What follows belongs to an exercise in optimizing a design on an open flow for small area; a production flow would make more cautious choices. In this exercise RTL edits were held to simulation tests only and were not proved equivalent to the original.

==> inputs of run K <==
==> flow/design.v <==
`timescale 1ns/10ps
package lbus_rx_pkg;
	localparam int seg_count = 4;
	localparam int seg_bytes = 16;
	localparam int mty_width = 4;
	localparam int beat_bytes = seg_count * seg_bytes;
	typedef logic [seg_bytes*8-1:0] seg_data_t;
	typedef logic [seg_bytes-1:0] seg_keep_t;
	typedef logic [mty_width-1:0] seg_mty_t;
	typedef logic [beat_bytes*8-1:0] beat_data_t;
	typedef logic [beat_bytes-1:0] beat_keep_t;
endpackage
`timescale 1ns/10ps
module lbus_seg_decode (
	input logic rx_clk,
	input logic rst_n,
	input logic [lbus_rx_pkg::beat_bytes*8-1:0] rx_lbus_data,
	output logic [lbus_rx_pkg::beat_bytes*8-1:0] beat_data
);
	localparam int seg_bits = lbus_rx_pkg::seg_bytes * 8;
	localparam int seg_count = lbus_rx_pkg::seg_count;
	logic [lbus_rx_pkg::beat_bytes*8-1:0] data_1;
	always_ff @(posedge rx_clk) begin
		for (int k = 0; k < seg_count; k++)
			data_1[(seg_count-1-k)*seg_bits +: seg_bits] <= rx_lbus_data[k*seg_bits +: seg_bits];
		beat_data <= data_1;
	end
endmodule
`timescale 1ns/10ps
`timescale 1ns/10ps
`timescale 1ns/10ps
module lbus_rx_top #(
	parameter int rx_input_reg = 0,
	parameter int big_endian = 1
) (
	input logic rx_clk,
	input logic rst_n,
	input logic [lbus_rx_pkg::seg_count*lbus_rx_pkg::seg_bytes*8-1:0] rx_lbus_data,
	input logic [lbus_rx_pkg::seg_count-1:0] rx_lbus_ena,
	input logic [lbus_rx_pkg::seg_count-1:0] rx_lbus_eop,
	input logic [lbus_rx_pkg::seg_count*lbus_rx_pkg::mty_width-1:0] rx_lbus_mty,
	input logic [lbus_rx_pkg::seg_count-1:0] rx_lbus_err,
	output logic [lbus_rx_pkg::beat_bytes*8-1:0] m_axis_tdata,
	output logic [lbus_rx_pkg::beat_bytes-1:0] m_axis_tkeep,
	output logic m_axis_tlast,
	output logic m_axis_tvalid,
	output logic m_axis_tuser
);
	localparam int seg_count = lbus_rx_pkg::seg_count;
	logic [seg_count-1:0] ena_1, ena_2;
	logic [seg_count*4-1:0] cnt_1, cnt_2;
	logic last_1, last_2;
	logic user_1, user_2;
	logic pkt_err;
	logic any_valid;
	logic any_last;
	logic any_err;
	assign any_valid = |rx_lbus_ena;
	assign any_last = |(rx_lbus_ena & rx_lbus_eop);
	assign any_err = |(rx_lbus_ena & rx_lbus_err);
	lbus_seg_decode i_decode (
		.rx_clk(rx_clk),
		.rst_n(rst_n),
		.rx_lbus_data(rx_lbus_data),
		.beat_data(m_axis_tdata)
	);
	always_ff @(posedge rx_clk) begin
		for (int k = 0; k < seg_count; k++)
			cnt_1[4*k +: 4] <= rx_lbus_mty[4*k +: 4] & {4{rx_lbus_eop[k]}};
		last_1 <= any_last;
		user_1 <= any_last & (pkt_err | any_err);
		cnt_2 <= cnt_1;
		last_2 <= last_1;
		user_2 <= user_1;
	end
	always_ff @(posedge rx_clk or negedge rst_n) begin
		if (!rst_n) begin
			ena_1 <= '0;
			ena_2 <= '0;
			pkt_err <= 1'b0;
		end else begin
			ena_1 <= rx_lbus_ena;
			ena_2 <= ena_1;
			if (any_valid) begin
				pkt_err <= !any_last & (pkt_err | any_err);
			end
		end
	end
	for (genvar k = 0; k < seg_count; k++) begin : g_seg
		for (genvar j = 0; j < lbus_rx_pkg::seg_bytes; j++) begin : g_lane
			assign m_axis_tkeep[(seg_count-1-k)*lbus_rx_pkg::seg_bytes + j] =
				ena_2[k] & (cnt_2[4*k +: 4] <= 4'(j));
		end
	end
	assign m_axis_tvalid = |ena_2;
	assign m_axis_tlast = last_2;
	assign m_axis_tuser = user_2;
endmodule
==> flow/flow/run.sh <==
#!/bin/bash
# The standard layout, with the port buffers and the clock tree built from
# small cells. Runs in the standard flow's work folder; each tool's output goes to a log here.
set -euo pipefail
export BUFFER_PORTS_ARGS="-buffer_cell sky130_fd_sc_hd__buf_1"
export CTS_ARGS="-sink_clustering_enable -repair_clock_nets -dont_use_dummy_load -buf_list {sky130_fd_sc_hd__clkbuf_4 sky130_fd_sc_hd__clkbuf_8} -sink_clustering_size 20 -sink_clustering_max_diameter 60"
export PLACE_PINS_ARGS="-min_distance 1 -min_distance_in_tracks"
bash standard.sh finish > standard.log 2>&1
==> flow/standard.sh <==
#!/bin/bash
# synth_recipe.tcl (not shown) runs the flow's synth.tcl, then flattens the netlist and writes it again
# the make line also repeats each setting of config.mk as NAME=value (left out here)
make -C /OpenROAD-flow-scripts/flow DESIGN_CONFIG=/design/flow/config.mk WORK_HOME=/design/flow/orfs CLKGATE_MAP_FILE= SYNTH_SCRIPT=/design/flow/synth_recipe.tcl "${@:-finish}"
==> flow/config.mk <==
export PLATFORM = sky130hd
export DESIGN_NAME = lbus_rx_top
export DESIGN_NICKNAME = lbus_rx_top
export VERILOG_FILES = /design/flow/design.v
export SDC_FILE = /design/flow/constraint.sdc
export NUM_CORES = 4
export LEC_CHECK = 0
export ABC_AREA = 1
export CAP_MARGIN = 20
export CORE_AREA = 5 5 325 325
export DIE_AREA = 0 0 330 330
export SLEW_MARGIN = 20
==> flow/constraint.sdc <==
create_clock -name core_clock -period 3.5 [get_ports {rx_clk}]
set_input_delay 0.7000 -clock core_clock [delete_from_list [all_inputs] [get_ports {rx_clk}]]
set_output_delay 0.7000 -clock core_clock [all_outputs]
set_load 0.01 [all_outputs]
==> inputs of run R, as changes to run K <==
--- a/flow/flow/run.sh
+++ b/flow/flow/run.sh
@@ -6,3 +6,2 @@
 export CTS_ARGS="-sink_clustering_enable -repair_clock_nets -dont_use_dummy_load -buf_list {sky130_fd_sc_hd__clkbuf_4 sky130_fd_sc_hd__clkbuf_8} -sink_clustering_size 20 -sink_clustering_max_diameter 60"
-export PLACE_PINS_ARGS="-min_distance 1 -min_distance_in_tracks"
 bash standard.sh finish > standard.log 2>&1
ABC_AREA = default   (was 1)
CORE_AREA = 5 5 415 415   (was 5 5 325 325)
DIE_AREA = 0 0 420 420   (was 0 0 330 330)
==> run notes <==
item                                                              run R                     run K
Run status                             no timing/DRC/antenna violations            did not finish
Stage where the flow stopped                                          -  global routing (5_1_grt)
Pre-CTS setup slack                                             1.35 ns                   1.59 ns
Area of the mapped netlist                                 0.0222 sq mm              0.0221 sq mm
Final weighted congestion in routability-driven placement         0.893                     0.944
Post-detailed-placement half-perimeter wirelength                100 mm                   64.4 mm
Syn_area_per_cell                                            18.6 sq um                18.0 sq um
Die Y                                                       420 microns               330 microns
Post-Syn Instances                                                 1192                      1228
Hold Buf Count CTS                                                  530                       457
Compound-Gate Fraction of Synth Area                              1.49%                    0.672%
Net count after synthesis                                          1734                      1770
Num CTS Buffers                                                      99                        81
Initial core utilization                                          13.3%                     21.8%

-- afterwards: timing with drivers on the ports --
The flow's constraints put no driver on any port. The routed layout listed below was extracted and timed again, unchanged, in two steps.
Step 1, drivers: a clkbuf_16 drives rx_clk and a buf_2 each remaining input, both assumed.
Step 2 moves the port delays by t, midway between the first and last clock arrival at a register: inputs arrive t later, outputs are due t later. That takes back most of the time a late clock gives input paths.
a / b / c = ideal / step 1 / step 2; a / b = the first two.
run: run R
shift t [ns]: 0.821
setup slack, ns: 0.566 / 0.512 / 1.333
worst data-port slew with drivers (ns): 0.16
After both steps run R still meets setup and hold. The setup slack of run R moves by -0.054 ns with the drivers and by +0.767 ns with both steps.
